This is an optimization exercise on Yosys and OpenROAD, whose aim is small area, a short achievable clock period and few clock cycles, not a production implementation. Function was checked by simulation only, so behaviour that the tests miss may differ from the original. Power is estimated from default activity; no workload was simulated.

**flow/run.sh**
```bash
#!/bin/bash
# Standard layout, with two changes: timing repair may resize cells
# across footprints, and the port buffers start as buf_4 cells.
set -euo pipefail
bash standard.sh MATCH_CELL_FOOTPRINT=0 \
	"BUFFER_PORTS_ARGS=-buffer_cell sky130_fd_sc_hd__buf_4" \
	finish > flow_make.log 2>&1
```
**standard.sh**
```bash
#!/bin/bash
# synth_recipe.tcl (not shown) runs the flow's synth.tcl, then flattens the netlist and writes it again
# the make line also repeats each setting of config.mk as NAME=value (left out here)
make -C /OpenROAD-flow-scripts/flow DESIGN_CONFIG=/design/flow/config.mk WORK_HOME=/design/flow/orfs CLKGATE_MAP_FILE= SYNTH_SCRIPT=/design/flow/synth_recipe.tcl "${@:-finish}"
```
**config.mk**
```make
export PLATFORM = sky130hd
export DESIGN_NAME = dcacheTop
export DESIGN_NICKNAME = dcacheTop
export VERILOG_FILES = /design/flow/design.v
export SDC_FILE = /design/flow/constraint.sdc
export NUM_CORES = 4
export LEC_CHECK = 0
export CAP_MARGIN = 20
export CORE_MARGIN = 2
export CORE_UTILIZATION = 45
export PLACE_DENSITY = 0.6
export SETUP_SLACK_MARGIN = 5.0
export SLEW_MARGIN = 20
export TNS_END_PERCENT = 0
```
**constraint.sdc**
```tcl
create_clock -name core_clock -period 8.0 [get_ports {CLK}]
set_input_delay 1.6000 -clock core_clock [delete_from_list [all_inputs] [get_ports {CLK}]]
set_output_delay 1.6000 -clock core_clock [all_outputs]
set_load 0.01 [all_outputs]
```
**design.v**
```verilog
`timescale 1ns/1ps
module frameStore #(
	parameter int setBits = 3
) (
	input  logic        CLK,
	input  logic        nRST,
	input  logic [31:0] memAddr,
	output logic [1:0]  wayHit,
	output logic        replWay,
	output logic        victimDirty,
	output logic [(2 << setBits)-1:0] dirtyBits,
	input  logic [setBits-1:0] rdIdx,
	input  logic        rdWord,
	input  logic        tagWay,
	output logic [31:0] rd0,
	output logic [31:0] rd1,
	output logic [31-3-setBits:0] rdTag,
	input  logic        dataWe,
	input  logic        dataWay,
	input  logic        dataWord,
	input  logic [31:0] dataIn,
	input  logic        fillDone,
	input  logic        fillWay,
	input  logic        setDirty,
	input  logic        clearDirty,
	input  logic [setBits:0] clearFrame,
	input  logic        touch,
	input  logic        touchWay
);
	localparam int idxLo   = 3;
	localparam int tagLo   = idxLo + setBits;
	localparam int tagBits = 32 - tagLo;
	localparam int sets    = 1 << setBits;
	logic [tagBits-1:0] tags [0:2*sets-1];
	logic [31:0]        data [0:4*sets-1];
	logic [2*sets-1:0]  valid;
	logic [2*sets-1:0]  dirty;
	logic [sets-1:0]    lru;
	logic [setBits-1:0] reqIdx;
	logic [tagBits-1:0] reqTag;
	logic [2*sets-1:0]  frameHit;
	assign reqIdx = memAddr[idxLo +: setBits];
	assign reqTag = memAddr[tagLo +: tagBits];
	always_comb begin
		for (int f = 0; f < 2*sets; f++) begin
			frameHit[f] = valid[f] && (f[setBits-1:0] == reqIdx) && (tags[f] == reqTag);
		end
	end
	assign wayHit[0] = |frameHit[sets-1:0];
	assign wayHit[1] = |frameHit[2*sets-1:sets];
	always_comb begin
		if (!valid[{1'b0, reqIdx}]) begin
			replWay = 1'b0;
		end else if (!valid[{1'b1, reqIdx}]) begin
			replWay = 1'b1;
		end else begin
			replWay = ~lru[reqIdx];
		end
	end
	assign victimDirty = dirty[{replWay, reqIdx}];
	assign dirtyBits = dirty;
	assign rd0   = data[{1'b0, rdIdx, rdWord}];
	assign rd1   = data[{1'b1, rdIdx, rdWord}];
	assign rdTag = tags[{tagWay, rdIdx}];
	always_ff @(posedge CLK, negedge nRST) begin
		if (!nRST) begin
			valid <= '0;
			dirty <= '0;
			lru   <= '0;
		end else begin
			if (fillDone) begin
				valid[{fillWay, reqIdx}] <= 1'b1;
				dirty[{fillWay, reqIdx}] <= 1'b0;
			end
			if (setDirty) begin
				dirty[{touchWay, reqIdx}] <= 1'b1;
			end
			if (clearDirty) begin
				dirty[clearFrame] <= 1'b0;
			end
			if (touch) begin
				lru[reqIdx] <= touchWay;
			end
		end
	end
	always_ff @(posedge CLK) begin
		if (dataWe) begin
			data[{dataWay, reqIdx, dataWord}] <= dataIn;
		end
		if (fillDone) begin
			tags[{fillWay, reqIdx}] <= reqTag;
		end
	end
endmodule
`timescale 1ns/1ps
module cacheController #(
	parameter int setBits = 3
) (
	input  logic        CLK,
	input  logic        nRST,
	input  logic        memRead,
	input  logic        memWrite,
	input  logic        halt,
	input  logic [31:0] memAddr,
	input  logic [31:0] memStore,
	input  logic [31:0] ramLoad,
	input  logic        ramWait,
	output logic        hit,
	output logic        flushed,
	output logic [31:0] memLoad,
	output logic        ramRead,
	output logic        ramWrite,
	output logic [31:0] ramAddr,
	output logic [31:0] ramStore,
	input  logic [1:0]  wayHit,
	input  logic        replWay,
	input  logic        victimDirty,
	input  logic [(2 << setBits)-1:0] dirtyBits,
	output logic [setBits-1:0] rdIdx,
	output logic        rdWord,
	output logic        tagWay,
	input  logic [31:0] rd0,
	input  logic [31:0] rd1,
	input  logic [31-3-setBits:0] rdTag,
	output logic        dataWe,
	output logic        dataWay,
	output logic        dataWord,
	output logic [31:0] dataIn,
	output logic        fillDone,
	output logic        fillWay,
	output logic        setDirty,
	output logic        clearDirty,
	output logic [setBits:0] clearFrame,
	output logic        touch,
	output logic        touchWay
);
	localparam int idxLo = 3;
	localparam int sets  = 1 << setBits;
	logic        hitQ;
	logic        flushedQ;
	logic        readQ;
	logic        writeQ;
	logic [31:2] addrQ;
	logic [31:0] word0Q;
	logic [31:0] word1Q;
	logic        selQ;
	logic        take0;
	logic        take1;
	logic        secondQ;
	logic        flushMode;
	logic [setBits:0] flushFrame;
	logic [setBits:0] upFrame;
	logic             upValid;
	logic             anyDirty;
	logic [setBits:0] firstDirty;
	logic [setBits:0] secondDirty;
	logic             secondValid;
	logic [setBits:0] afterUp;
	logic             afterUpValid;
	logic [setBits:0] flushPtr;
	logic             anyLater;
	logic req;
	logic idle;
	logic lookupHit;
	logic advance;
	logic start;
	logic startWrite;
	logic startRead;
	logic nextWrite;
	logic nextRead;
	logic lastRead;
	logic flushStart;
	logic flushNext;
	logic loadWord;
	logic loadAddr;
	logic [31:2] nextAddr;
	assign hit      = hitQ;
	assign flushed  = flushedQ;
	assign ramRead  = readQ;
	assign ramWrite = writeQ;
	assign ramAddr  = {addrQ, 2'b00};
	assign ramStore = word0Q | word1Q;
	assign memLoad  = word0Q | word1Q;
	assign req       = memRead || memWrite;
	assign idle      = !hitQ && !readQ && !writeQ && !flushMode;
	assign lookupHit = |wayHit;
	assign advance   = !ramWait;
	assign start      = idle && req;
	assign startWrite = start && !lookupHit && victimDirty;
	assign startRead  = start && !lookupHit && !victimDirty;
	assign nextWrite = writeQ && !flushMode && !secondQ && advance;
	assign nextRead  = writeQ && !flushMode && secondQ && advance;
	assign lastRead  = readQ && secondQ && advance;
	assign flushStart = flushMode && !writeQ && !flushedQ;
	assign flushNext  = flushMode && writeQ && advance;
	assign anyDirty = |dirtyBits;
	always_comb begin
		firstDirty   = '0;
		secondDirty  = '0;
		secondValid  = 1'b0;
		afterUp      = '0;
		afterUpValid = 1'b0;
		anyLater     = 1'b0;
		for (int f = 2*sets - 1; f >= 0; f--) begin
			if (dirtyBits[f]) begin
				secondDirty = firstDirty;
				secondValid = anyLater;
				firstDirty  = f[setBits:0];
			end
			anyLater = anyLater || dirtyBits[f];
		end
		for (int f = 2*sets - 1; f >= 0; f--) begin
			if (dirtyBits[f] && (f != int'(flushFrame)) && (f != int'(upFrame))) begin
				afterUp      = f[setBits:0];
				afterUpValid = 1'b1;
			end
		end
	end
	assign flushPtr = (writeQ && secondQ) ? upFrame : flushFrame;
	assign rdIdx  = flushMode ? flushPtr[setBits-1:0] : memAddr[idxLo +: setBits];
	assign rdWord = flushMode ? (writeQ && !secondQ) : (memAddr[2] ^ writeQ);
	assign tagWay = flushMode ? flushPtr[setBits] : replWay;
	assign take1 = flushMode ? flushPtr[setBits]
		: (idle ? (wayHit[1] || (!wayHit[0] && replWay)) : replWay);
	assign take0 = flushMode ? !flushPtr[setBits]
		: (idle ? (wayHit[0] || (!wayHit[1] && !replWay)) : !replWay);
	assign loadWord = start || nextWrite || lastRead || flushStart || flushNext;
	assign loadAddr = start || nextWrite || nextRead
		|| (readQ && advance) || flushStart || flushNext;
	always_comb begin
		if (flushMode || (idle && victimDirty) || nextWrite) begin
			nextAddr = {rdTag, rdIdx, rdWord};
		end else begin
			nextAddr = {memAddr[31:idxLo], memAddr[2] ^ !readQ};
		end
	end
	assign dataWe   = (readQ && advance) || (hitQ && memWrite);
	assign dataWay  = selQ;
	assign dataWord = hitQ ? memAddr[2] : addrQ[2];
	assign dataIn   = hitQ ? memStore : ramLoad;
	assign fillDone = lastRead;
	assign fillWay  = selQ;
	assign setDirty = hitQ && memWrite;
	assign touch    = hitQ;
	assign touchWay = selQ;
	assign clearDirty = flushMode && writeQ && secondQ && advance;
	assign clearFrame = flushFrame;
	always_ff @(posedge CLK, negedge nRST) begin
		if (!nRST) begin
			hitQ      <= 1'b0;
			flushedQ  <= 1'b0;
			readQ     <= 1'b0;
			writeQ    <= 1'b0;
			secondQ   <= 1'b0;
			flushMode <= 1'b0;
		end else begin
			hitQ <= (start && lookupHit) || lastRead;
			if (halt && idle) begin
				flushMode <= 1'b1;
			end
			if (startRead || nextRead) begin
				readQ <= 1'b1;
			end else if (lastRead) begin
				readQ <= 1'b0;
			end
			if (startWrite || (flushStart && anyDirty)) begin
				writeQ <= 1'b1;
			end else if (nextRead || (flushNext && secondQ && !upValid)) begin
				writeQ <= 1'b0;
			end
			if (flushStart && !anyDirty) begin
				flushedQ <= 1'b1;
			end else if (flushNext && secondQ && !upValid) begin
				flushedQ <= 1'b1;
			end
			if ((writeQ || readQ) && advance) begin
				secondQ <= !secondQ;
			end
		end
	end
	always_ff @(posedge CLK) begin
		if (start) begin
			selQ <= lookupHit ? wayHit[1] : replWay;
		end
		if (!flushMode) begin
			flushFrame <= firstDirty;
			upFrame    <= secondDirty;
			upValid    <= secondValid;
		end else if (flushNext && secondQ) begin
			flushFrame <= upFrame;
			upFrame    <= afterUp;
			upValid    <= afterUpValid;
		end
		if (loadWord) begin
			word0Q <= lastRead ? ramLoad : (rd0 & {32{take0}});
			word1Q <= lastRead ? '0 : (rd1 & {32{take1}});
		end
		if (loadAddr) begin
			addrQ <= nextAddr;
		end
	end
endmodule
`timescale 1ns/1ps
module dcacheTop #(
	parameter int setBits = 3
) (
	input  logic        CLK,
	input  logic        nRST,
	input  logic        memRead,
	input  logic        memWrite,
	input  logic [31:0] memAddr,
	input  logic [31:0] memStore,
	input  logic        halt,
	output logic        hit,
	output logic [31:0] memLoad,
	output logic        flushed,
	output logic        ramRead,
	output logic        ramWrite,
	output logic [31:0] ramAddr,
	output logic [31:0] ramStore,
	input  logic [31:0] ramLoad,
	input  logic        ramWait
);
	logic [1:0]                        wayHit;
	logic                              replWay;
	logic                              victimDirty;
	logic [(2 << setBits)-1:0]         dirtyBits;
	logic [setBits-1:0]                rdIdx;
	logic                              rdWord;
	logic                              tagWay;
	logic [31:0]                       rd0;
	logic [31:0]                       rd1;
	logic [31-3-setBits:0]             rdTag;
	logic                              dataWe;
	logic                              dataWay;
	logic                              dataWord;
	logic [31:0]                       dataIn;
	logic                              fillDone;
	logic                              fillWay;
	logic                              setDirty;
	logic                              clearDirty;
	logic [setBits:0]                  clearFrame;
	logic                              touch;
	logic                              touchWay;
	frameStore #(.setBits(setBits)) frameStore_i (
		.CLK         (CLK),
		.nRST        (nRST),
		.memAddr     (memAddr),
		.wayHit      (wayHit),
		.replWay     (replWay),
		.victimDirty (victimDirty),
		.dirtyBits   (dirtyBits),
		.rdIdx       (rdIdx),
		.rdWord      (rdWord),
		.tagWay      (tagWay),
		.rd0         (rd0),
		.rd1         (rd1),
		.rdTag       (rdTag),
		.dataWe      (dataWe),
		.dataWay     (dataWay),
		.dataWord    (dataWord),
		.dataIn      (dataIn),
		.fillDone    (fillDone),
		.fillWay     (fillWay),
		.setDirty    (setDirty),
		.clearDirty  (clearDirty),
		.clearFrame  (clearFrame),
		.touch       (touch),
		.touchWay    (touchWay)
	);
	cacheController #(.setBits(setBits)) cacheController_i (
		.CLK         (CLK),
		.nRST        (nRST),
		.memRead     (memRead),
		.memWrite    (memWrite),
		.halt        (halt),
		.memAddr     (memAddr),
		.memStore    (memStore),
		.ramLoad     (ramLoad),
		.ramWait     (ramWait),
		.hit         (hit),
		.flushed     (flushed),
		.memLoad     (memLoad),
		.ramRead     (ramRead),
		.ramWrite    (ramWrite),
		.ramAddr     (ramAddr),
		.ramStore    (ramStore),
		.wayHit      (wayHit),
		.replWay     (replWay),
		.victimDirty (victimDirty),
		.dirtyBits   (dirtyBits),
		.rdIdx       (rdIdx),
		.rdWord      (rdWord),
		.tagWay      (tagWay),
		.rd0         (rd0),
		.rd1         (rd1),
		.rdTag       (rdTag),
		.dataWe      (dataWe),
		.dataWay     (dataWay),
		.dataWord    (dataWord),
		.dataIn      (dataIn),
		.fillDone    (fillDone),
		.fillWay     (fillWay),
		.setDirty    (setDirty),
		.clearDirty  (clearDirty),
		.clearFrame  (clearFrame),
		.touch       (touch),
		.touchWay    (touchWay)
	);
endmodule
```
==> results of run 1 <==
per-stage QoR:
stage,total power [mW],utilization
global placement,19.0,0.477
CTS,26.6,0.515
finish,26.5,0.517
detailed placement,19.1,0.477
global route,27.6,0.517
floorplan,16.1,-
layer usage:
layer	vias up	track usage	share of wire
li1	17000	-	-
met1	21500	0.375	0.41
met2	2048	0.422	0.47
met3	300	0.0423	0.085
met4	2	0.0878	0.035
met5	-	0	0.000081
power breakdown:
part           total [mW]  leakage [nW]  internal [mW]  switching (mW)
clock network        7.29          2.45           4.00            3.28
registers            10.4          14.6           9.99           0.391
logic                8.88          9.04           3.66            5.22
what timing repair did:
item / in CTS / in global routing
endpoints found under the setup margin: 1683 / 1670
resized for setup: 71 / 22
setup buffers: 30 / 17
gates cloned: 12 / 1
pin swaps: 14 / 6
critical path, cell delays in order:
cell        delay, ns
buf_16           0.12
clkinvlp_4       0.11
a32o_1           0.24
mux4_2           0.54
mux4_2           0.54
a221oi_4         0.35
buf_12           0.16
buf_12           0.12
buf_8            0.15
a311oi_1         0.08
a21o_1           0.20
cells in the mapped netlist, drive strengths merged, types with 3 or more instances:
master	n	area share
edfxtp	1544	0.67
nand2	424	0.023
xor2	418	0.053
mux4	366	0.12
nor4	174	0.016
a21oi	172	0.012
buf	159	0.012
clkbuf	132	0.0071
nor2	104	0.0056
nand3	60	0.0043
o21ai	59	0.0043
dfrtp	46	0.017
nand4	44	0.0040
or2	40	0.0036
nor3	39	0.0028
a32oi	37	0.0047
mux2i	35	0.0050
and3	32	0.0029
mux2	32	0.0052
a21o	30	0.0032
a311oi	26	0.0033
o22ai	23	0.0021
nand2b	22	0.0020
nand3b	20	0.0022
a22oi	18	0.0019
inv	18	0.00097
ha	15	0.0027
o21bai	11	0.0012
nor2b	10	0.00090
a31oi	9	0.00081
o31ai	8	0.00087
xnor2	8	0.0010
a32o	7	0.0010
o211ai	7	0.00076
and2	6	0.00054
o311ai	5	0.00063
or3b	4	0.00050
a2111oi	3	0.00038
a211oi	3	0.00032
o221ai	3	0.00038
or4	3	0.00032
area by class of cell:
cell class	count	area, um2	share of cell area
sequential	1590	47500	0.598
antenna	2	5.00	0.0000630
clock inverter	82	587	0.00738
timing repair buffer	333	3100	0.0391
clock buffer	217	4450	0.0560
inverter	19	91.3	0.00115
multi-input combinational	2308	21200	0.266
tap	2044	2560	0.0322
cells by family after synthesis:
group,Yosys count,synth area share
AND/OR/NAND/NOR,986,0.0687
buffers and inverters,310,0.0202
flip-flops,1590,0.684
multiplexers,433,0.129
AO/OA/AOI/OAI,440,0.0409
other,1,0.0000540
XOR/XNOR,426,0.0537
adder cells (fa/ha/maj),17,0.00299
registers in the layout, summed over array words and instances, names as in the netlist, 4 cells and up:
name,count
frameStore_i.lru,8
frameStore_i.tags,416
frameStore_i.dirty,16
cacheController_i.addrQ,30
frameStore_i.valid,16
frameStore_i.data,1024
cacheController_i.word1Q,32
cacheController_i.flushFrame,4
cacheController_i.upFrame,4
cacheController_i.word0Q,32
final timing paths:
| check | from | slack (ns) | cells past startpoint | to |
|---|---|---|---|---|
| worst max-delay path | memAddr[4] | 4.33 | 11 | cacheController_i.addrQ[13]$_DFFE_PP_ |
| worst min-delay path | frameStore_i.lru[5]$_DFFE_PN0P_ | 0.49 | 2 | frameStore_i.lru[5]$_DFFE_PN0P_ |
| worst max register to register | cacheController_i.hitQ$_DFF_PN0_ | 4.36 | 5 | frameStore_i.data[24][13]$_DFFE_PP_ |
| worst min register to register | frameStore_i.lru[5]$_DFFE_PN0P_ | 0.49 | 2 | frameStore_i.lru[5]$_DFFE_PN0P_ |
| max in group asynchronous | nRST | 6.73 | 1 | cacheController_i.flushMode$_DFFE_PN0P_ |
| min in group asynchronous | nRST | 0.81 | 1 | frameStore_i.dirty[7]$_DFF_PN0_ |
==> impl_metrics.yaml, run 1 <==
status:
  status: "finished clean"
floorplanning:
  die_h_um: 397
  initial_core_util: 0.452
  die_w_um: 397
  row_count: 144
  io_pins: 202
  dieArea_um2: 157000
  core_area_um2: 154000
synthesis:
  ys_seq_elements: 1590
  yosys.cell_types.count: 65
  syn_area_um2: 69400
  syn_area_per_cell_um2: 16.5
  ys.flop_type: "edfxtp_1"
  async_flop_share: 0.0289
  yosysWarnings: 2
  synthCells: 4203
  synth-seq-area-share: 0.684
  synth-edff-count: 1544
cts:
  clock_latency_ns: 0.81
  tritoncts: "built"
  cts_sinks: 1590
  numCtsBuffers: 168
  htree_num_levels: 4
  hold_buffers: 0
  clk_transition_reported_paths_ns: 0.06
  cts_max_path_buffers: 3
  root_buffer: "clkbuf_16"
drt:
  wl_per_cell_um: 31.9
  initialDrtViolationCount: 5200
  vias: 40800
  firstDrtPassIters: 8
  post-route-drc-count: 0
  finalWirelength_um: 210000
  vias_per_cell: 6.19
  ant_nets: 0
critical_path:
  cp_max_fo: 12
  required_ns: 8.56
  worstSetupPathType: "input port to register"
  endpoint_kind: "register"
  worstSetupStartpointType: "input port"
  crit_arrival_ns: 4.23
sta:
  final.min_clock_period_ns: 3.67
  slew_viol_final: 0
  fin_ws_ns: 4.33
  fmax_ghz: 0.273
  hold_slack_ns: 0.493
  max_slew_margin: 0.248
  setup_tns_ns: 0
  rsz0062_at_grt: "true"
  period_share: 0.459
  final-hold-violation-count: 0
  worst_pin_slew_ns: 1.13
  setup_violations: 0
  clock_skew_ns: 0.0367
placement:
  place_area_um2: 73300
  io_buffers: 197
  dp_cells: 6234
  dp_hpwl_um: 121000
  routabilityCongestion: 0.936
  pre_cts_ws_ns: 2.04
cells_and_area:
  final_nets: 4537
  drive_gt1_frac: 0.240
  syn2layout_area_growth_pct: 14.5
  final_common_cell: "edfxtp_1"
  layout_common_cells: "edfxtp_1 (1544), nand2_1 (421), xor2_1 (418)"
  fin_area_um2: 79500
  fillers: 12500
  stdcell_count: 6595
global_routing:
  antenna_found_initial: 6
  grtUsageTotal: 0.265
  grt_max_degree: 74
  grt_pass1_vias: 39600
  globalRoute.totalOverflow: 0
  grt_pass1_wl_um: 296000
pwr:
  power_density_nw_per_um2: 334
  cellLeakagePower_nw: 26.0
  ir_drop_uv: 255
worst_hold_path:
  hp-class: "register to register"
run:
  maxCapViolations: 0
Testbench counts, summed over its fixed seeds: cycles 39,883.
==> run 2: changes to the inputs <==
--- a/config.mk
+++ b/config.mk
@@ -7,8 +7,11 @@
 export LEC_CHECK = 0
 export CAP_MARGIN = 20
 export CORE_MARGIN = 2
-export CORE_UTILIZATION = 45
-export PLACE_DENSITY = 0.6
+export CORE_UTILIZATION = 60
+export CTS_BUF_LIST = sky130_fd_sc_hd__clkbuf_8
+export CTS_CLUSTER_DIAMETER = 60
+export CTS_CLUSTER_SIZE = 14
+export PLACE_DENSITY = 0.75
 export SETUP_SLACK_MARGIN = 5.0
 export SLEW_MARGIN = 20
 export TNS_END_PERCENT = 0
==> run 2 against run 1 <==
  * Setup slack better by 0.038 ns
  * Critical endpoint is now cacheController_i.word1Q[3]$_SDFFCE_PP0P_
  * Clock-buffer cell count down 73
  * Clock power is 36% lower
  * Fmax up 1.0%
  * Sequential share of layout area grew 2.7 points
  * Critical path type unchanged
==> impl_metrics.yaml, run 2 <==
floorplanning:
  die_w_um: 344
  io_pins: 202
  row_count: 124
  core_area_um2: 115000
  die_h_um: 344
  initial_core_util: 0.606
  dieArea_um2: 118000
cells_and_area:
  largestRegisters: "frameStore_i.data x1024, frameStore_i.tags x416"
  stdcell_count: 5947
  drive_gt1_frac: 0.239
  largest_reg_flops: 1024
  final_nets: 4505
  syn2layout_area_growth_pct: 9.56
  fin_area_um2: 76100
  regMostFlops: "frameStore_i.data"
  layout_common_cells: "edfxtp_1 (1544), nand2_1 (420), xor2_1 (418)"
  final_common_cell: "edfxtp_1"
critical_path:
  reg2reg_from: "cacheController_i.secondQ$_DFFE_PN0P_"
  required_ns: 8.60
  worstSetupPathType: "input port to register"
  crit_arrival_ns: 4.23
  endpoint_kind: "register"
  worstSetupStartpointType: "input port"
  critPathLaunch: "memAddr[22]"
  cp_max_fo: 33
synthesis:
  ys_top_cells_by_area: "edfxtp_1 (67%), mux4_2 (12%), xor2_1 (5.3%)"
  yosysTopAreaCellShare: 0.668
  ys_top_cells_by_count: "edfxtp_1 (1544), nand2_1 (424), xor2_1 (418), mux4_2 (366), nor4_1 (174)"
  synth_compound_area_frac: 0.0409
  ys.flop_type: "edfxtp_1"
  synth-seq-area-share: 0.684
  synth-simple-area-share: 0.0687
  async_flop_share: 0.0289
  yosysWarnings: 2
  synthCells: 4203
  synth_top_family_by_area: "multiplexers"
  synth_top_area_cell: "edfxtp_1"
  syn_area_per_cell_um2: 16.5
  synth-edff-count: 1544
  ys_seq_elements: 1590
  synth.most_common_cell: "edfxtp_1"
  synth-xor-area-share: 0.0537
  synthMuxAreaShare: 0.129
  syn_area_um2: 69400
  synth_fa_ha_area_frac: 0.00299
  yosys.cell_types.count: 65
placement:
  io_buffers: 197
  routabilityCongestion: 0.982
  dp_cells: 5699
  place_area_um2: 72600
  dp_hpwl_um: 116000
pwr:
  power_frac_clock: 0.196
  pwr-share-seq: 0.437
  pwr-share-comb: 0.367
  power_density_nw_per_um2: 312
  switching_share: 0.350
  cellLeakagePower_nw: 24.8
  ir_drop_uv: 369
  p_int_mw: 15.4
  total_power_mw: 23.7
  p_sw_mw: 8.31
global_routing:
  grt_pass1_vias: 39700
  grtUsageTotal: 0.329
  globalRoute.totalOverflow: 0
  grt_pass1_wl_um: 276000
  grt_max_degree: 103
  antenna_found_initial: 5
drt:
  initialDrtViolationCount: 5691
  vias: 40700
  post-route-drc-count: 0
  finalWirelength_um: 194000
  wl_per_cell_um: 32.6
  vias_per_cell: 6.85
  firstDrtPassIters: 5
  ant_nets: 0
cts:
  htree_num_levels: 4
  clock_latency_ns: 0.89
  cts_sinks: 1590
  numCtsBuffers: 141
  tritoncts: "built"
  clk_transition_reported_paths_ns: 0.08
  hold_buffers: 0
  cts_max_path_buffers: 3
  root_buffer: "clkbuf_8"
sta:
  period_share: 0.454
  clock_skew_ns: 0.0416
  setup_tns_ns: 0
  slew_viol_final: 0
  fmax_ghz: 0.275
  max_slew_margin: 0.293
  setup_violations: 0
  final-hold-violation-count: 0
  worst_pin_slew_ns: 1.05
  rsz0062_at_grt: "true"
  final.min_clock_period_ns: 3.63
worst_hold_path:
  hp-class: "register to register"
  hp-start: "frameStore_i.lru[3]$_DFFE_PN0P_"
run:
  maxCapViolations: 0
status:
  status: "finished clean"
## run 2: layout make-up
type	instances	area, um2
clock buffer	144	1980
multi-input combinational	2309	21200
timing repair buffer	327	2840
fill	7659	38400
sequential	1590	47500
clock inverter	45	512
inverter	19	90.1
antenna	1	2.50
tap	1512	1890
## run 2: stage by stage
| step | hold slack [ns] | setup slack, ns | utilization |
|---|---|---|---|
| after global routing | 0.520 | 4.32 | 0.664 |
| after detailed placement | 0.472 | 1.94 | 0.634 |
| after floorplan | 0.448 | 2.83 | - |
| final | 0.494 | 4.37 | 0.664 |
| after global placement | 0.469 | 1.96 | 0.634 |
| after CTS | 0.491 | 4.41 | 0.661 |
## run 2: worst paths after layout
path                       cells past startpoint  slack (ns)                                         to
setup / recovery                               9        4.37  cacheController_i.word1Q[3]$_SDFFCE_PP0P_
hold / removal                                 2        0.49            frameStore_i.lru[3]$_DFFE_PN0P_
setup reg to reg                               8        4.44      cacheController_i.addrQ[31]$_DFFE_PP_
hold reg to reg                                2        0.49            frameStore_i.lru[3]$_DFFE_PN0P_
max in group asynchronous                      1        6.81           frameStore_i.dirty[11]$_DFF_PN0_
min in group asynchronous                      1        0.72      cacheController_i.secondQ$_DFFE_PN0P_
## run 2: critical path, cell delays in order
cell and delay, ns:
buf_4 0.36, xor2_1 0.19, nor4_2 0.53, nand4_1 0.18
o22ai_1 0.40, or4_4 0.30, a21o_1 0.15, buf_6 0.35
a21oi_1 0.12
## run 2: timing repair
item | 4_1_cts | 5_1_grt
gates cloned | 7 | 4
endpoints found under the hold margin | 0 | 0
resized for setup | 56 | 32
setup buffers | 26 | 21
pin swaps | 13 | 7
endpoints found under the setup margin | 1659 | 1671
## run 2: logic make-up after synthesis
group | after synthesis
DFF | 1590
adders and majority gates | 17
muxes | 433
other | 1
buffers and inverters | 310
AOI/OAI and AO/OA | 440
and+or+nand+nor | 986
xor gates and xnor gates | 426
## run 2: layer usage
layer  GRT usage  vias up  wire length [um]
li1            -    16800                 -
met1       0.457    20900             71500
met2       0.519     2655             92000
met3      0.0704      361             22300
met4       0.126        4              7970
met5           0        -                30
## run 2: power by group through the flow
stage | Sequential (mW) | Clock [mW] | Combinational (mW)
after floorplan | 10.3 | 0 | 5.81
after global placement | 10.5 | 0 | 8.34
after detailed placement | 10.5 | 0 | 8.47
after CTS | 10.4 | 4.67 | 8.65
after global routing | 10.4 | 4.94 | 9.23
final | 10.4 | 4.64 | 8.72
==> run 3: changes to the inputs <==
--- a/config.mk
+++ b/config.mk
@@ -10,7 +10,7 @@
 export CORE_UTILIZATION = 60
 export CTS_BUF_LIST = sky130_fd_sc_hd__clkbuf_8
 export CTS_CLUSTER_DIAMETER = 60
-export CTS_CLUSTER_SIZE = 14
+export CTS_CLUSTER_SIZE = 18
 export PLACE_DENSITY = 0.75
 export SETUP_SLACK_MARGIN = 5.0
 export SLEW_MARGIN = 20
==> run 3 against run 2 <==
  * Critical endpoint is now cacheController_i.word1Q[9]$_SDFFCE_PP0P_
  * Critical path type unchanged
  * Power fell by 1.3%
  * Hold slack better by 0.0045 ns
  * Still clean
  * Sequential share of layout area grew 0.35 points
  * Cell count fell by 0.30%
  * Highest routed layer unchanged
  * Sequential cell count unchanged
  * Largest cell class unchanged
  * Area after synthesis unchanged
==> impl_metrics.yaml, run 3 <==
status:
  status: "finished clean"
cells_and_area:
  layout_common_cells: "edfxtp_1 (1544), nand2_1 (421), xor2_1 (418)"
  final_nets: 4468
  post-route-util: 0.661
  regMostFlops: "frameStore_i.data"
  final_common_cell: "edfxtp_1"
  fin_area_um2: 75600
  largestRegisters: "frameStore_i.data x1024, frameStore_i.tags x416"
  largest_reg_flops: 1024
  drive_gt1_frac: 0.233
  syn2layout_area_growth_pct: 8.95
drt:
  post-route-drc-count: 0
  vias_per_cell: 6.86
  finalWirelength_um: 193000
  firstDrtPassIters: 6
  initialDrtViolationCount: 5907
  vias: 40700
  wl_per_cell_um: 32.6
  ant_nets: 0
cts:
  cts_sinks: 1590
  cts_max_path_buffers: 3
  tritoncts: "built"
  root_buffer: "clkbuf_8"
  clock_latency_ns: 0.87
  clk_transition_reported_paths_ns: 0.12
  numCtsBuffers: 115
  htree_num_levels: 3
critical_path:
  endpoint_kind: "register"
  path_delay_family: "simple AND/OR/NAND/NOR gates"
  reg2reg_from: "cacheController_i.writeQ$_DFFE_PN0P_"
  rrSetupSlack_ns: 4.57
  rr_endpoint: "cacheController_i.addrQ[31]$_DFFE_PP_"
  crit_arrival_ns: 4.23
  critPathLaunch: "memAddr[4]"
  worstSetupStartpointType: "input port"
  cp_max_fo: 32
  path_cells: "buf_12 > clkinvlp_4 > buf_4 > ha_4 > nand3b_1 > nor4_1 > nand4_1 > o22ai_1 > or4_4 > a21o_1 > buf_8 > a21oi_1"
  reg2reg_depth: 9
  slowest_delay_ns: 0.40
  required_ns: 8.58
  path_buf_inv: 4
  crit_end: "cacheController_i.word1Q[9]$_SDFFCE_PP0P_"
  cpMaxStageDelayCell: "o22ai_1"
  worstSetupPathType: "input port to register"
  crit_cells: 12
synthesis:
  synthCells: 4203
  ys_top_cells_by_area: "edfxtp_1 (67%), mux4_2 (12%), xor2_1 (5.3%)"
  syn_area_per_cell_um2: 16.5
  yosysWarnings: 2
  synth.most_common_cell: "edfxtp_1"
  ys_top_cells_by_count: "edfxtp_1 (1544), nand2_1 (424), xor2_1 (418), mux4_2 (366), nor4_1 (174)"
  ys.flop_type: "edfxtp_1"
  synth-edff-count: 1544
  synth-seq-area-share: 0.684
  async_flop_share: 0.0289
  ys_seq_elements: 1590
  synth_top_area_cell: "edfxtp_1"
  syn_area_um2: 69400
  yosys.cell_types.count: 65
  yosysTopAreaCellShare: 0.668
placement:
  io_buffers: 197
  routabilityCongestion: 0.982
  place_area_um2: 72600
  dp_hpwl_um: 116000
sta:
  final-hold-violation-count: 0
  max_slew_margin: 0.297
  setup_tns_ns: 0
  worst_pin_slew_ns: 1.04
  final.min_clock_period_ns: 3.66
  slew_viol_final: 0
  clock_skew_ns: 0.0646
  setup_violations: 0
  fmax_ghz: 0.273
  hold_slack_ns: 0.498
  rsz0062_at_grt: "true"
  period_share: 0.457
pwr:
  ir_drop_uv: 361
  cellLeakagePower_nw: 24.6
  power_density_nw_per_um2: 310
global_routing:
  grt_max_degree: 103
  grt_pass1_vias: 39300
  grtUsageTotal: 0.328
  globalRoute.totalOverflow: 0
  grt_pass1_wl_um: 276000
  antenna_found_initial: 6
run:
  maxCapViolations: 0
floorplanning:
  io_pins: 202
  die_h_um: 344
  row_count: 124
  core_area_um2: 115000
  initial_core_util: 0.606
  dieArea_um2: 118000
  die_w_um: 344
worst_hold_path:
  hp-class: "register to register"
  hp-start: "frameStore_i.lru[5]$_DFFE_PN0P_"
run 3: cell types whose count changed in the layout (fill, tap and decap cells not counted), sizes merged:
cell and change:
clkbuf -28, inv +13, buf -11, clkinv +8, diode +4, bufinv -2
clkinvlp -2
run 3: worst min-delay path by stage:
| stage | endpoint | slack, ns | cells after the start |
|---|---|---|---|
| floorplan | frameStore_i.lru[5]$_DFFE_PN0P_ | 0.45 | 2 |
| global placement | frameStore_i.lru[3]$_DFFE_PN0P_ | 0.47 | 2 |
| detailed placement | frameStore_i.lru[5]$_DFFE_PN0P_ | 0.47 | 2 |
| CTS | frameStore_i.lru[3]$_DFFE_PN0P_ | 0.49 | 2 |
| global route | cacheController_i.flushedQ$_DFFE_PN0P_ | 0.53 | 1 |
| finish | frameStore_i.lru[5]$_DFFE_PN0P_ | 0.50 | 2 |
run 3: kinds of logic (layout without fill, tap and decap cells):
logic type	Yosys count	after routing	share of synthesized area
flip-flops	1590	1590	0.684
AND/OR/NAND/NOR	986	989	0.0687
AO/OA/AOI/OAI	440	442	0.0409
multiplexers	433	433	0.129
XOR/XNOR	426	426	0.0537
buffers and inverters	310	513	0.0202
adder cells (fa/ha/maj)	17	17	0.00299
other	1	7	0.0000540
run 3: per-layer routing:
layer / vias up / global-route usage / part of all wire
met5: - / 0 / 0.00023
met4: 6 / 0.110 / 0.039
met3: 353 / 0.0680 / 0.11
met2: 2643 / 0.523 / 0.48
met1: 20900 / 0.459 / 0.37
li1: 16800 / - / -
run 3: power breakdown:
part           total [mW]  leakage (nW)  internal [mW]  switching (mW)
logic                8.74          8.85           3.57            5.16
registers            10.4          14.6           9.97           0.402
clock network        4.32          1.15           1.56            2.76
total                23.4          24.6           15.1            8.33
run 3: layout make-up:
class                           instances  area (um2)
Fill cell                            7726       38900
Clock inverter                         62         602
Multi-Input combinational cell       2309       21200
Clock buffer                          116        1600
Timing Repair Buffer                  316        2720
Sequential cell                      1590       47500
Antenna cell                            5        12.5
Tap cell                             1512        1890
Inverter                               19        91.3
run 3: what timing repair did:
action                                  CTS  global route
buffers inserted                         21            17
resized for setup                        55            33
endpoints found under the hold margin     0             0
gates cloned                              7             2
setup endpoints to repair              1661          1673
pin swaps                                12             9
hold buffers                              0             0
run 3: through the flow:
stage	total power [mW]	setup WS, ns	cells
final	23.4	4.34	5929
after global routing	24.3	4.38	5927
after CTS	23.3	4.40	5905
after detailed placement	19.0	1.94	5699
after global placement	18.9	1.96	5697
after floorplan	16.1	2.83	4204
run 3: worst reg2reg max path: cells and delay by family (launching register included):
family	cells	cell delay, ns
flip-flops	1	0.63
AND/OR/NAND/NOR	3	0.88
multiplexers	1	0.23
buffers and inverters	2	0.87
AO/OA/AOI/OAI	3	0.71
==> run 4: changes to the inputs <==
==> flow/run.sh (replaced) <==
#!/bin/bash
# Standard layout, with two changes: timing repair may resize cells
# across footprints, and the port buffers start as buf_2 cells.
set -euo pipefail
bash standard.sh MATCH_CELL_FOOTPRINT=0 \
	"BUFFER_PORTS_ARGS=-buffer_cell sky130_fd_sc_hd__buf_2" \
	finish > flow_make.log 2>&1
--- a/config.mk
+++ b/config.mk
@@ -7,11 +7,11 @@
 export LEC_CHECK = 0
 export CAP_MARGIN = 20
 export CORE_MARGIN = 2
-export CORE_UTILIZATION = 60
+export CORE_UTILIZATION = 65
 export CTS_BUF_LIST = sky130_fd_sc_hd__clkbuf_8
 export CTS_CLUSTER_DIAMETER = 60
-export CTS_CLUSTER_SIZE = 18
-export PLACE_DENSITY = 0.75
+export CTS_CLUSTER_SIZE = 14
+export PLACE_DENSITY = 0.8
 export SETUP_SLACK_MARGIN = 5.0
 export SLEW_MARGIN = 20
 export TNS_END_PERCENT = 0
==> run 4 against run 3 <==
  * Still clean
  * Largest cell class unchanged
  * Via count increased by 1.5%
  * Clock skew is 0.018 ns lower
  * Power is 0.38% lower
  * Non-clock buffer count shrank 2
  * Largest power group unchanged
==> impl_metrics.yaml, run 4 <==
cells_and_area:
  regMostFlops: "frameStore_i.data"
  multi_input_area_um2: 21200
  largestRegisters: "frameStore_i.data x1024, frameStore_i.tags x416"
  final_common_cell: "edfxtp_1"
  layout_common_cells: "edfxtp_1 (1544), nand2_1 (423), xor2_1 (418)"
  fillers: 6443
  largest_reg_flops: 1024
  regArea_um2: 47500
  final_nets: 4490
  drive_gt1_frac: 0.234
  syn2layout_area_growth_pct: 8.42
critical_path:
  crit_arrival_ns: 4.40
  endpoint_kind: "register"
  required_ns: 8.71
  cp_max_fo: 32
  critPathLaunch: "memAddr[12]"
  worstSetupPathType: "input port to register"
  reg2reg_from: "cacheController_i.hitQ$_DFF_PN0_"
  worstSetupStartpointType: "input port"
synthesis:
  yosys.cell_types.count: 65
  synth_top_area_cell: "edfxtp_1"
  ys_top_cells_by_area: "edfxtp_1 (67%), mux4_2 (12%), xor2_1 (5.3%)"
  async_flop_share: 0.0289
  synth-edff-count: 1544
  ys_seq_elements: 1590
  yosysTopAreaCellShare: 0.668
  synth-seq-area-share: 0.684
  syn_area_per_cell_um2: 16.5
  ys_top_cells_by_count: "edfxtp_1 (1544), nand2_1 (424), xor2_1 (418), mux4_2 (366), nor4_1 (174)"
  synthCells: 4203
  yosysWarnings: 2
  ys.flop_type: "edfxtp_1"
  syn_area_um2: 69400
  synth.most_common_cell: "edfxtp_1"
floorplanning:
  initial_core_util: 0.658
  row_count: 119
  core_area_um2: 106000
  dieArea_um2: 109000
  die_w_um: 331
  die_h_um: 331
  io_pins: 202
sta:
  setup_violations: 0
  slew_viol_final: 0
  fmax_ghz: 0.271
  period_share: 0.461
  final-hold-violation-count: 0
  clock_skew_ns: 0.0470
  rsz0062_at_grt: "true"
  setup_tns_ns: 0
  worst_pin_slew_ns: 1.14
  final.min_clock_period_ns: 3.69
  max_slew_margin: 0.241
cts:
  numCtsBuffers: 139
  tritoncts: "built"
  cts_max_path_buffers: 3
  cts_sinks: 1590
  htree_num_levels: 4
  clk_transition_reported_paths_ns: 0.09
  clock_latency_ns: 0.90
  root_buffer: "clkbuf_8"
  hold_buffers: 0
pwr:
  total_power_mw: 23.3
  cellLeakagePower_nw: 24.5
  power_density_nw_per_um2: 310
  ir_drop_uv: 407
global_routing:
  grtUsageTotal: 0.359
  globalRoute.totalOverflow: 0
  grt_max_degree: 145
  grt_pass1_vias: 40800
  grt_pass1_wl_um: 277000
  antenna_found_initial: 6
worst_hold_path:
  hp-class: "register to register"
  hp-start: "cacheController_i.flushedQ$_DFFE_PN0P_"
drt:
  vias: 41300
  firstDrtPassIters: 6
  finalWirelength_um: 194000
  initialDrtViolationCount: 5941
  vias_per_cell: 7.10
  ant_nets: 0
  post-route-drc-count: 0
  wl_per_cell_um: 33.3
run:
  maxCapViolations: 0
placement:
  io_buffers: 197
  dp_hpwl_um: 117000
  routabilityCongestion: 0.997
status:
  status: "finished clean"
run 4: worst max-delay path, stage by stage:
cell and delay [ns]:
clkbuf_4 0.38, buf_4 0.31, xor2_1 0.41, nor4_1 0.08, nand3_1 0.17, o22ai_1 0.11, or4_4 0.60, a21o_1 0.23
buf_6 0.20, a21oi_1 0.24
run 4: metal layers:
metal | wire length [um] | GRT usage | up-vias
met3 | 24500 | 0.0900 | 520
met1 | 67100 | 0.481 | 20900
met5 | 39 | 0 | -
met4 | 10200 | 0.176 | 6
met2 | 91800 | 0.559 | 3022
li1 | - | - | 16800
run 4: stage by stage:
step / hold WS (ns) / setup WS (ns) / utilization / instances / cell area, um2
after floorplan: 0.448 / 2.83 / - / 4204 / 69400
after global placement: 0.465 / 2.38 / 0.681 / 5566 / 71800
after detailed placement: 0.490 / 2.28 / 0.682 / 5572 / 72000
after CTS: 0.507 / 4.45 / 0.712 / 5803 / 75200
after global routing: 0.544 / 4.32 / 0.713 / 5809 / 75300
final: 0.507 / 4.31 / 0.713 / 5813 / 75300
run 4: cell families (layout without fill, tap and decap cells):
group / count (synthesis) / count (layout) / synth area share
AOI/OAI and AO/OA: 440 / 444 / 0.0409
xor gates and xnor gates: 426 / 426 / 0.0537
adders and majority gates: 17 / 17 / 0.00299
buffers and inverters: 310 / 516 / 0.0202
DFF: 1590 / 1590 / 0.684
muxes: 433 / 433 / 0.129
other: 1 / 9 / 0.0000540
and+or+nand+nor: 986 / 987 / 0.0687
run 4: worst paths after layout:
| kind | endpoint | slack, ns | cells past startpoint |
|---|---|---|---|
| max reg2reg | frameStore_i.data[31][6]$_DFFE_PP_ | 4.40 | 6 |
| min reg2reg | cacheController_i.flushedQ$_DFFE_PN0P_ | 0.51 | 1 |
| min | cacheController_i.flushedQ$_DFFE_PN0P_ | 0.51 | 1 |
| min in group asynchronous | frameStore_i.valid[4]$_DFFE_PN0P_ | 0.71 | 1 |
| max | cacheController_i.word1Q[12]$_SDFFCE_PP0P_ | 4.31 | 10 |
| max in group asynchronous | cacheController_i.hitQ$_DFF_PN0_ | 6.82 | 1 |
run 4: final cells by class:
class / count / share of cell area
flip-flops and latches: 1590 / 0.631
multi-input cells: 2309 / 0.282
repair buffers: 314 / 0.0321
clock buffers: 140 / 0.0256
well taps: 1391 / 0.0231
clock inverters: 43 / 0.00447
inverters: 19 / 0.00126
diodes: 7 / 0.000233
run 4: where the power goes:
part	leakage [nW]	switching [mW]	total [mW]	internal (mW)
clock network	1.18	2.71	4.39	1.67
logic	8.72	5.12	8.57	3.45
registers	14.6	0.412	10.4	9.98
run 4: what timing repair did:
action                                  in CTS  in global routing
pin swaps                                   13                  4
endpoints found under the setup margin    1654               1659
gates cloned                                10                  1
setup buffers                               38                  2
endpoints found under the hold margin        0                  0
resized for setup                           97                 14
==> run 5: changes to the inputs <==
==> run.sh (new file) <==
#!/bin/bash
# synth_recipe.tcl (not shown) runs the flow's synth.tcl, then flattens the netlist and writes it again
# the make line also repeats each setting of config.mk as NAME=value (left out here)
make -C /OpenROAD-flow-scripts/flow DESIGN_CONFIG=/design/flow/config.mk WORK_HOME=/design/flow/orfs CLKGATE_MAP_FILE= SYNTH_SCRIPT=/design/flow/synth_recipe.tcl finish
==> config.mk (replaced) <==
export PLATFORM = sky130hd
export DESIGN_NAME = dcacheTop
export DESIGN_NICKNAME = dcacheTop
export VERILOG_FILES = /design/flow/design.v
export SDC_FILE = /design/flow/constraint.sdc
export NUM_CORES = 4
export LEC_CHECK = 0
export CAP_MARGIN = 20
export CORE_MARGIN = 2
export CORE_UTILIZATION = 45
export PLACE_DENSITY = 0.6
export SETUP_SLACK_MARGIN = 5.0
export SLEW_MARGIN = 20
export TNS_END_PERCENT = 0
removed: flow/run.sh
removed: standard.sh
==> run 5 against run 4 <==
  * Still clean on timing, DRC and antenna
  * Wire length grew 8.6%
  * First-iteration DRC count shrank 17%
  * Clock power grew 78%
  * Via count shrank 0.37%
  * Critical endpoint is now frameStore_i.data[28][15]$_DFFE_PP_
==> impl_metrics.yaml, run 5 <==
status:
  status: "finished clean"
sta:
  fmax_ghz: 0.261
  rsz0062_at_grt: "true"
  period_share: 0.480
  setup_violations: 0
  setup_tns_ns: 0
  fin_ws_ns: 4.16
  hold_slack_ns: 0.490
  worst_pin_slew_ns: 1.03
  max_slew_margin: 0.305
  clock_skew_ns: 0.0778
  final-hold-violation-count: 0
  slew_viol_final: 0
  final.min_clock_period_ns: 3.84
drt:
  post-route-drc-count: 0
  firstDrtPassIters: 7
  initialDrtViolationCount: 4945
  ant_nets: 0
  wl_per_cell_um: 31.6
  finalWirelength_um: 210000
  vias: 41100
  vias_per_cell: 6.18
synthesis:
  async_flop_share: 0.0289
  yosysTopAreaCellShare: 0.668
  synthCells: 4203
  ys.flop_type: "edfxtp_1"
  synth_top_area_cell: "edfxtp_1"
  ys_seq_elements: 1590
  syn_area_um2: 69400
  ys_top_cells_by_count: "edfxtp_1 (1544), nand2_1 (424), xor2_1 (418), mux4_2 (366), nor4_1 (174)"
  yosysWarnings: 2
  syn_area_per_cell_um2: 16.5
  ys_top_cells_by_area: "edfxtp_1 (67%), mux4_2 (12%), xor2_1 (5.3%)"
  yosys.cell_types.count: 65
  synth.most_common_cell: "edfxtp_1"
  synth-edff-count: 1544
  synth-seq-area-share: 0.684
floorplanning:
  io_pins: 202
  dieArea_um2: 157000
  initial_core_util: 0.452
  die_h_um: 397
  die_w_um: 397
  row_count: 144
  core_area_um2: 154000
global_routing:
  gr-usage-met3: 0.0468
  globalRoute.totalOverflow: 0
  grt_pass1_vias: 39700
  grt_busiest_layer: "met2"
  grtUsageTotal: 0.266
  grt_pass1_wl_um: 298000
  grtUsageMet2: 0.421
  grt_max_degree: 91
  grtUsageMet1: 0.379
  antenna_found_initial: 10
critical_path:
  reg2reg_depth: 8
  reg2reg_from: "cacheController_i.secondQ$_DFFE_PN0P_"
  endpoint_kind: "register"
  required_ns: 8.42
  cp_max_fo: 32
  worstSetupPathType: "input port to register"
  rrSetupSlack_ns: 4.55
  worstSetupStartpointType: "input port"
  crit_arrival_ns: 4.26
  rr_endpoint: "cacheController_i.addrQ[7]$_DFFE_PP_"
  critPathLaunch: "memWrite"
cts:
  hold_buffers: 0
  tritoncts: "built"
  numCtsBuffers: 167
  clock_latency_ns: 0.84
  clk_transition_reported_paths_ns: 0.06
  cts_sinks: 1590
  htree_num_levels: 4
  root_buffer: "clkbuf_16"
  cts_max_path_buffers: 3
pwr:
  cellLeakagePower_nw: 26.5
  ir_drop_uv: 233
  power_density_nw_per_um2: 337
cells_and_area:
  syn2layout_area_growth_pct: 16.5
  drive_gt1_frac: 0.215
  regMostFlops: "frameStore_i.data"
  largestRegisters: "frameStore_i.data x1024, frameStore_i.tags x416"
  fillers: 12400
  final_common_cell: "edfxtp_1"
  largest_reg_flops: 1024
  final_nets: 4585
  layout_common_cells: "edfxtp_1 (1544), nand2_1 (421), xor2_1 (416)"
placement:
  routabilityCongestion: 0.909
  pre_cts_ws_ns: 1.82
  dp_hpwl_um: 125000
  io_buffers: 197
worst_hold_path:
  hp-start: "frameStore_i.lru[5]$_DFFE_PN0P_"
  holdPathEnd: "frameStore_i.lru[5]$_DFFE_PN0P_"
  hp-class: "register to register"
  min_path_cells: 2
run:
  maxCapViolations: 0
[run 5: through the flow]
| step | power, mW | area [um2] | cells | utilization |
|---|---|---|---|---|
| finish | 27.2 | 80900 | 6651 | 0.526 |
| global route | 28.3 | 80800 | 6649 | 0.526 |
| CTS | 27.4 | 80600 | 6631 | 0.525 |
| detailed placement | 19.2 | 73900 | 6266 | 0.481 |
| global placement | 19.1 | 73800 | 6264 | 0.480 |
| floorplan | 16.1 | 69400 | 4204 | - |
[run 5: repair_timing]
action | CTS | global route
pin swaps | 16 | 8
endpoints found under the setup margin | 1732 | 1759
endpoints found under the hold margin | 0 | 0
cloned | 16 | 0
resized for setup | 143 | 22
buffers inserted | 43 | 18
[run 5: worst max-delay path, stage by stage]
cell	delay [ns]
clkdlybuf4s50_1	0.72
nand2_1	0.18
a21oi_1	0.45
nand3_1	0.44
nor2_4	0.21
buf_4	0.61
[run 5: report_power, final]
group          internal, mW  total (mW)  switching, mW
clock network          4.45        7.81           3.36
registers              9.99        10.4          0.414
logic                  3.84        9.00           5.16
[run 5: layout make-up]
| class | instances | area [um2] | share of cell area |
|---|---|---|---|
| Sequential cell | 1590 | 47500 | 0.588 |
| Multi-Input combinational cell | 2308 | 21100 | 0.261 |
| Clock buffer | 206 | 4350 | 0.0538 |
| Timing Repair Buffer | 381 | 4010 | 0.0496 |
| Tap cell | 2044 | 2560 | 0.0316 |
| Clock inverter | 100 | 1170 | 0.0144 |
| Inverter | 19 | 97.6 | 0.00121 |
| Timing Repair inverter | 1 | 8.76 | 0.000108 |
| Antenna cell | 2 | 5.00 | 0.0000619 |
[run 5: routing by layer]
metal / share of wire / up-vias
met3: 0.090 / 302
met4: 0.030 / 4
met2: 0.47 / 2037
met1: 0.41 / 21700
li1: - / 17100
met5: 0.00011 / -
[run 5: logic make-up (layout without fill, tap and decap cells)]
family | after synthesis | count (layout) | synth area share
flops | 1590 | 1590 | 0.684
simple gates | 986 | 986 | 0.0687
compound gates | 440 | 444 | 0.0409
mux | 433 | 433 | 0.129
xor+xnor | 426 | 426 | 0.0537
buf+inv | 310 | 707 | 0.0202
fa+ha+maj | 17 | 17 | 0.00299
other cells | 1 | 4 | 0.0000540
[run 5: how the worst max path moves through the flow]
stage / to / depth (start not counted) / slack (ns)
after floorplan: cacheController_i.word0Q[0]$_DFFE_PP_ / 1 / 2.83
after global placement: cacheController_i.word1Q[8]$_SDFFCE_PP0P_ / 13 / 1.87
after detailed placement: cacheController_i.word1Q[3]$_SDFFCE_PP0P_ / 13 / 1.82
after CTS: cacheController_i.addrQ[22]$_DFFE_PP_ / 13 / 4.27
after global routing: cacheController_i.addrQ[13]$_DFFE_PP_ / 14 / 4.16
final: frameStore_i.data[28][15]$_DFFE_PP_ / 6 / 4.16
==> run 6: changes to the inputs <==
--- a/design.v
+++ b/design.v
@@ -20,6 +20,7 @@
 	input  logic        dataWord,
 	input  logic [31:0] dataIn,
 	input  logic        fillDone,
+	input  logic        fillDirty,
 	input  logic        fillWay,
 	input  logic        setDirty,
 	input  logic        clearDirty,
@@ -70,7 +71,7 @@
 		end else begin
 			if (fillDone) begin
 				valid[{fillWay, reqIdx}] <= 1'b1;
-				dirty[{fillWay, reqIdx}] <= 1'b0;
+				dirty[{fillWay, reqIdx}] <= fillDirty;
 			end
 			if (setDirty) begin
 				dirty[{touchWay, reqIdx}] <= 1'b1;
@@ -127,6 +128,7 @@
 	output logic        dataWord,
 	output logic [31:0] dataIn,
 	output logic        fillDone,
+	output logic        fillDirty,
 	output logic        fillWay,
 	output logic        setDirty,
 	output logic        clearDirty,
@@ -146,6 +148,7 @@
 	logic        selQ;
 	logic        take0;
 	logic        take1;
+	logic        finalQ;
 	logic        secondQ;
 	logic        flushMode;
 	logic [setBits:0] flushFrame;
@@ -168,13 +171,14 @@
 	logic startRead;
 	logic nextWrite;
 	logic nextRead;
+	logic firstRead;
 	logic lastRead;
 	logic flushStart;
 	logic flushNext;
 	logic loadWord;
 	logic loadAddr;
 	logic [31:2] nextAddr;
-	assign hit      = hitQ;
+	assign hit      = hitQ || (finalQ && !ramWait);
 	assign flushed  = flushedQ;
 	assign ramRead  = readQ;
 	assign ramWrite = writeQ;
@@ -190,6 +194,7 @@
 	assign startRead  = start && !lookupHit && !victimDirty;
 	assign nextWrite = writeQ && !flushMode && !secondQ && advance;
 	assign nextRead  = writeQ && !flushMode && secondQ && advance;
+	assign firstRead = readQ && !secondQ && advance;
 	assign lastRead  = readQ && secondQ && advance;
 	assign flushStart = flushMode && !writeQ && !flushedQ;
 	assign flushNext  = flushMode && writeQ && advance;
@@ -224,37 +229,44 @@
 		: (idle ? (wayHit[1] || (!wayHit[0] && replWay)) : replWay);
 	assign take0 = flushMode ? !flushPtr[setBits]
 		: (idle ? (wayHit[0] || (!wayHit[1] && !replWay)) : !replWay);
-	assign loadWord = start || nextWrite || lastRead || flushStart || flushNext;
+	assign loadWord = start || nextWrite || firstRead || flushStart || flushNext;
 	assign loadAddr = start || nextWrite || nextRead
 		|| (readQ && advance) || flushStart || flushNext;
 	always_comb begin
 		if (flushMode || (idle && victimDirty) || nextWrite) begin
 			nextAddr = {rdTag, rdIdx, rdWord};
 		end else begin
-			nextAddr = {memAddr[31:idxLo], memAddr[2] ^ !readQ};
+			nextAddr = {memAddr[31:idxLo], memAddr[2] ^ readQ};
 		end
 	end
 	assign dataWe   = (readQ && advance) || (hitQ && memWrite);
 	assign dataWay  = selQ;
 	assign dataWord = hitQ ? memAddr[2] : addrQ[2];
-	assign dataIn   = hitQ ? memStore : ramLoad;
+	assign dataIn   = (hitQ || (!secondQ && memWrite)) ? memStore : ramLoad;
 	assign fillDone = lastRead;
+	assign fillDirty = memWrite;
 	assign fillWay  = selQ;
 	assign setDirty = hitQ && memWrite;
-	assign touch    = hitQ;
+	assign touch    = hitQ || lastRead;
 	assign touchWay = selQ;
 	assign clearDirty = flushMode && writeQ && secondQ && advance;
 	assign clearFrame = flushFrame;
 	always_ff @(posedge CLK, negedge nRST) begin
 		if (!nRST) begin
 			hitQ      <= 1'b0;
+			finalQ    <= 1'b0;
 			flushedQ  <= 1'b0;
 			readQ     <= 1'b0;
 			writeQ    <= 1'b0;
 			secondQ   <= 1'b0;
 			flushMode <= 1'b0;
 		end else begin
-			hitQ <= (start && lookupHit) || lastRead;
+			hitQ <= start && lookupHit;
+			if (firstRead) begin
+				finalQ <= 1'b1;
+			end else if (lastRead) begin
+				finalQ <= 1'b0;
+			end
 			if (halt && idle) begin
 				flushMode <= 1'b1;
 			end
@@ -292,8 +304,8 @@
 			upValid    <= afterUpValid;
 		end
 		if (loadWord) begin
-			word0Q <= lastRead ? ramLoad : (rd0 & {32{take0}});
-			word1Q <= lastRead ? '0 : (rd1 & {32{take1}});
+			word0Q <= firstRead ? ramLoad : (rd0 & {32{take0}});
+			word1Q <= firstRead ? '0 : (rd1 & {32{take1}});
 		end
 		if (loadAddr) begin
 			addrQ <= nextAddr;
@@ -336,6 +348,7 @@
 	logic                              dataWord;
 	logic [31:0]                       dataIn;
 	logic                              fillDone;
+	logic                              fillDirty;
 	logic                              fillWay;
 	logic                              setDirty;
 	logic                              clearDirty;
@@ -361,6 +374,7 @@
 		.dataWord    (dataWord),
 		.dataIn      (dataIn),
 		.fillDone    (fillDone),
+		.fillDirty   (fillDirty),
 		.fillWay     (fillWay),
 		.setDirty    (setDirty),
 		.clearDirty  (clearDirty),
@@ -400,6 +414,7 @@
 		.dataWord    (dataWord),
 		.dataIn      (dataIn),
 		.fillDone    (fillDone),
+		.fillDirty   (fillDirty),
 		.fillWay     (fillWay),
 		.setDirty    (setDirty),
 		.clearDirty  (clearDirty),
==> flow/run.sh (new file) <==
#!/bin/bash
# Standard layout, with two changes: timing repair may resize cells
# across footprints, and the port buffers start as buf_2 cells.
set -euo pipefail
bash standard.sh MATCH_CELL_FOOTPRINT=0 \
	"BUFFER_PORTS_ARGS=-buffer_cell sky130_fd_sc_hd__buf_2" \
	finish > flow_make.log 2>&1
==> standard.sh (new file) <==
#!/bin/bash
# synth_recipe.tcl (not shown) runs the flow's synth.tcl, then flattens the netlist and writes it again
# the make line also repeats each setting of config.mk as NAME=value (left out here)
make -C /OpenROAD-flow-scripts/flow DESIGN_CONFIG=/design/flow/config.mk WORK_HOME=/design/flow/orfs CLKGATE_MAP_FILE= SYNTH_SCRIPT=/design/flow/synth_recipe.tcl "${@:-finish}"
--- a/config.mk
+++ b/config.mk
@@ -7,8 +7,11 @@
 export LEC_CHECK = 0
 export CAP_MARGIN = 20
 export CORE_MARGIN = 2
-export CORE_UTILIZATION = 45
-export PLACE_DENSITY = 0.6
+export CORE_UTILIZATION = 65
+export CTS_BUF_LIST = sky130_fd_sc_hd__clkbuf_8
+export CTS_CLUSTER_DIAMETER = 60
+export CTS_CLUSTER_SIZE = 14
+export PLACE_DENSITY = 0.8
 export SETUP_SLACK_MARGIN = 5.0
 export SLEW_MARGIN = 20
 export TNS_END_PERCENT = 0
removed: run.sh
==> run 6 against run 5 <==
  * Sequential power about the same
  * Largest cell class unchanged
  * Cell count fell by 14%
  * Fmax up 2.8%
  * Clock-buffer cell count decreased by 66
  * Combinational power down 3.0%
  * Clock skew shrank 0.019 ns
  * Core utilization up 18 points
  * Register-to-register slack worse by 0.14 ns
  * Design area is 7.9% lower
  * Global-route usage rose by 7.4 points
  * Setup slack improved by 0.10 ns
  * First-iteration DRC count is 14% higher
==> impl_metrics.yaml, run 6 <==
status:
  status: "finished clean"
global_routing:
  globalRoute.totalOverflow: 0
  grtUsageTotal: 0.340
  grt_pass1_wl_um: 262000
  antenna_found_initial: 5
  grt_pass1_vias: 39000
  grt_max_degree: 98
synthesis:
  synthCells: 4123
  ys_top_cells_by_area: "edfxtp_1 (67%), mux4_2 (12%), xor2_1 (2.7%)"
  syn_area_per_cell_um2: 16.7
  synth-seq-area-share: 0.690
  async_flop_share: 0.0295
  ys_top_cells_by_count: "edfxtp_1 (1544), nand2_1 (459), mux4_2 (365), nand3_1 (220), xor2_1 (216)"
  yosys.cell_types.count: 70
  ys_seq_elements: 1591
  ys.flop_type: "edfxtp_1"
  yosysWarnings: 2
  synth.most_common_cell: "edfxtp_1"
  syn_area_um2: 68900
  yosysTopAreaCellShare: 0.673
  synth_top_area_cell: "edfxtp_1"
  synth-edff-count: 1544
run:
  maxCapViolations: 0
drt:
  firstDrtPassIters: 9
  vias_per_cell: 6.91
  finalWirelength_um: 182000
  wl_per_cell_um: 31.9
  post-route-drc-count: 0
  vias: 39400
  ant_nets: 0
  initialDrtViolationCount: 5638
sta:
  worst_pin_slew_ns: 1.09
  clock_skew_ns: 0.0592
  rsz0062_at_grt: "true"
  fin_ws_ns: 4.27
  fmax_ghz: 0.268
  setup_tns_ns: 0
  final-hold-violation-count: 0
  slew_viol_final: 0
  setup_violations: 0
  final.min_clock_period_ns: 3.73
  max_slew_margin: 0.271
  period_share: 0.467
floorplanning:
  io_pins: 202
  row_count: 119
  core_area_um2: 105000
  dieArea_um2: 109000
  initial_core_util: 0.655
  die_h_um: 330
  die_w_um: 330
cts:
  cts_max_path_buffers: 3
  clock_latency_ns: 0.88
  hold_buffers: 0
  cts_sinks: 1591
  clk_transition_reported_paths_ns: 0.09
  tritoncts: "built"
  htree_num_levels: 4
  root_buffer: "clkbuf_8"
  numCtsBuffers: 137
placement:
  pre_cts_ws_ns: 2.37
  io_buffers: 197
  dp_hpwl_um: 107000
  routabilityCongestion: 0.930
cells_and_area:
  layout_common_cells: "edfxtp_1 (1544), nand2_1 (456), mux4_2 (365)"
  final_nets: 4390
  largestRegisters: "frameStore_i.data x1024, frameStore_i.tags x416"
  final_common_cell: "edfxtp_1"
  drive_gt1_frac: 0.236
  largest_reg_flops: 1024
  syn2layout_area_growth_pct: 8.01
  regMostFlops: "frameStore_i.data"
worst_hold_path:
  hp-class: "register to register"
critical_path:
  worstSetupPathType: "input port to register"
  endpoint_kind: "register"
  required_ns: 8.71
  worstSetupStartpointType: "input port"
  cp_max_fo: 33
  crit_arrival_ns: 4.44
pwr:
  cellLeakagePower_nw: 24.0
  ir_drop_uv: 415
  power_density_nw_per_um2: 317
[run 6: changes by cell type in the layout (fill, tap and decap cells not counted), moves of 116 or more]
| cell | change |
|---|---|
| nand3_1 | +161 |
| clkbuf_8 | +141 |
| clkdlybuf4s50_1 | -151 |
| nor4_1 | -116 |
| xnor2_1 | +205 |
| buf_2 | +160 |
| clkbuf_16 | -165 |
| a21oi_1 | -133 |
| xor2_1 | -200 |
[run 6: routing by layer]
metal | share of wire | up-vias | global-route usage
met4 | 0.057 | 4 | 0.173
met3 | 0.12 | 523 | 0.0755
met5 | 0.00011 | - | 0
li1 | - | 16200 | -
met1 | 0.35 | 20000 | 0.452
met2 | 0.48 | 2702 | 0.538
[run 6: cells by family (layout without fill, tap and decap cells)]
group,after synthesis,in the layout,share of synthesized area
mux,437,438,0.130
other cells,1,4,0.0000544
fa+ha+maj,15,15,0.00272
compound gates,246,248,0.0259
buf+inv,315,501,0.0229
flops,1591,1591,0.690
simple gates,1088,1088,0.0737
xor+xnor,430,430,0.0546
[run 6: worst paths after layout]
kind                                                 startpoint                                    end  slack, ns  cells after the start
max reg2reg                cacheController_i.writeQ$_DFFE_PN0P_  cacheController_i.word0Q[2]$_DFFE_PP_       4.41                      8
max                                                 memAddr[30]  cacheController_i.word0Q[8]$_DFFE_PP_       4.27                     10
min                        cacheController_i.finalQ$_DFFE_PN0P_   cacheController_i.finalQ$_DFFE_PN0P_       0.49                      2
max in group asynchronous                                  nRST   cacheController_i.writeQ$_DFFE_PN0P_       6.78                      1
min reg2reg                cacheController_i.finalQ$_DFFE_PN0P_   cacheController_i.finalQ$_DFFE_PN0P_       0.49                      2
min in group asynchronous                                  nRST        frameStore_i.lru[5]$_DFFE_PN0P_       0.76                      1
[run 6: layout make-up]
cell class,instances,area [um2]
sequential,1591,47500
tap,1391,1740
antenna,2,5.00
fill,6428,30800
timing repair buffer,298,2170
inverter,24,123
multi-input combinational,2221,20600
clock inverter,39,344
clock buffer,140,1930
[run 6: worst max-delay path, stage by stage]
cell       delay (ns)
clkbuf_4         0.44
xor2_1           0.21
nor4_2           0.53
nand4_1          0.29
o32ai_2          0.23
nor4_4           0.09
or2_1            0.28
o211ai_4         0.24
clkbuf_16        0.30
o2111a_1         0.19
[run 6: power breakdown]
part	total, mW	switching [mW]	internal (mW)	leakage, nW
clock	4.37	2.65	1.72	1.19
sequential	10.5	0.416	10.0	14.6
combinational	8.73	5.16	3.57	8.26
[run 6: through the flow]
step           total power, mW  utilization  std cells  hold WS, ns  instance area (um2)
2_1_floorplan             16.5            -       4124        0.439                69100
3_3_place_gp              18.8        0.677       5495        0.462                71300
3_5_place_dp              19.0        0.677       5495        0.465                71300
4_1_cts                   23.5        0.706       5699        0.487                74300
5_1_grt                   24.5        0.707       5705        0.517                74400
6_report                  23.6        0.707       5706        0.488                74400
[run 6: timing repair]
| action | in CTS | in global routing |
|---|---|---|
| endpoints found under the setup margin | 1461 | 1695 |
| setup buffers | 19 | 3 |
| pin swaps | 12 | 11 |
| cloned | 6 | 1 |
| resized for setup | 107 | 33 |
Testbench counts of run 6, summed over its fixed seeds: cycles 36,210.

[separate check: timing with driven ports]
How much do the figures lean on ideal ports? The routed layouts below were timed once more, with nothing changed but the port constraints. Step 1: set_driving_cell puts a clkbuf_16 on CLK and a buf_2 on each other input, an assumption about the parent block. Step 2 moves the port delays by t, midway between the first and last clock arrival at a register: inputs arrive t later, outputs are due t later. That takes back most of the time a late clock gives input paths. a / b / c = ideal / step 1 / step 2; a / b = the first two.
| run | t (ns) | setup slack, ns | pins driven straight from the clock port |
|---|---|---|---|
| run 1 | 0.873 | 4.332 / 4.304 / 3.431 | 1 |
| run 2 | 0.943 | 4.370 / 4.363 / 3.420 | 1 |
| run 3 | 0.918 | 4.343 / 4.367 / 3.449 | 1 |
| run 4 | 0.955 | 4.309 / 4.205 / 3.250 | 1 |
| run 5 | 0.884 | 4.162 / 4.171 / 3.287 | 1 |
| run 6 | 0.927 | 4.266 / 4.266 / 3.338 | 1 |
After both steps setup and hold are still met in every run listed. The setup slack of run 4, which loses most, moves by -0.104 ns with the drivers and by -1.059 ns with both steps.
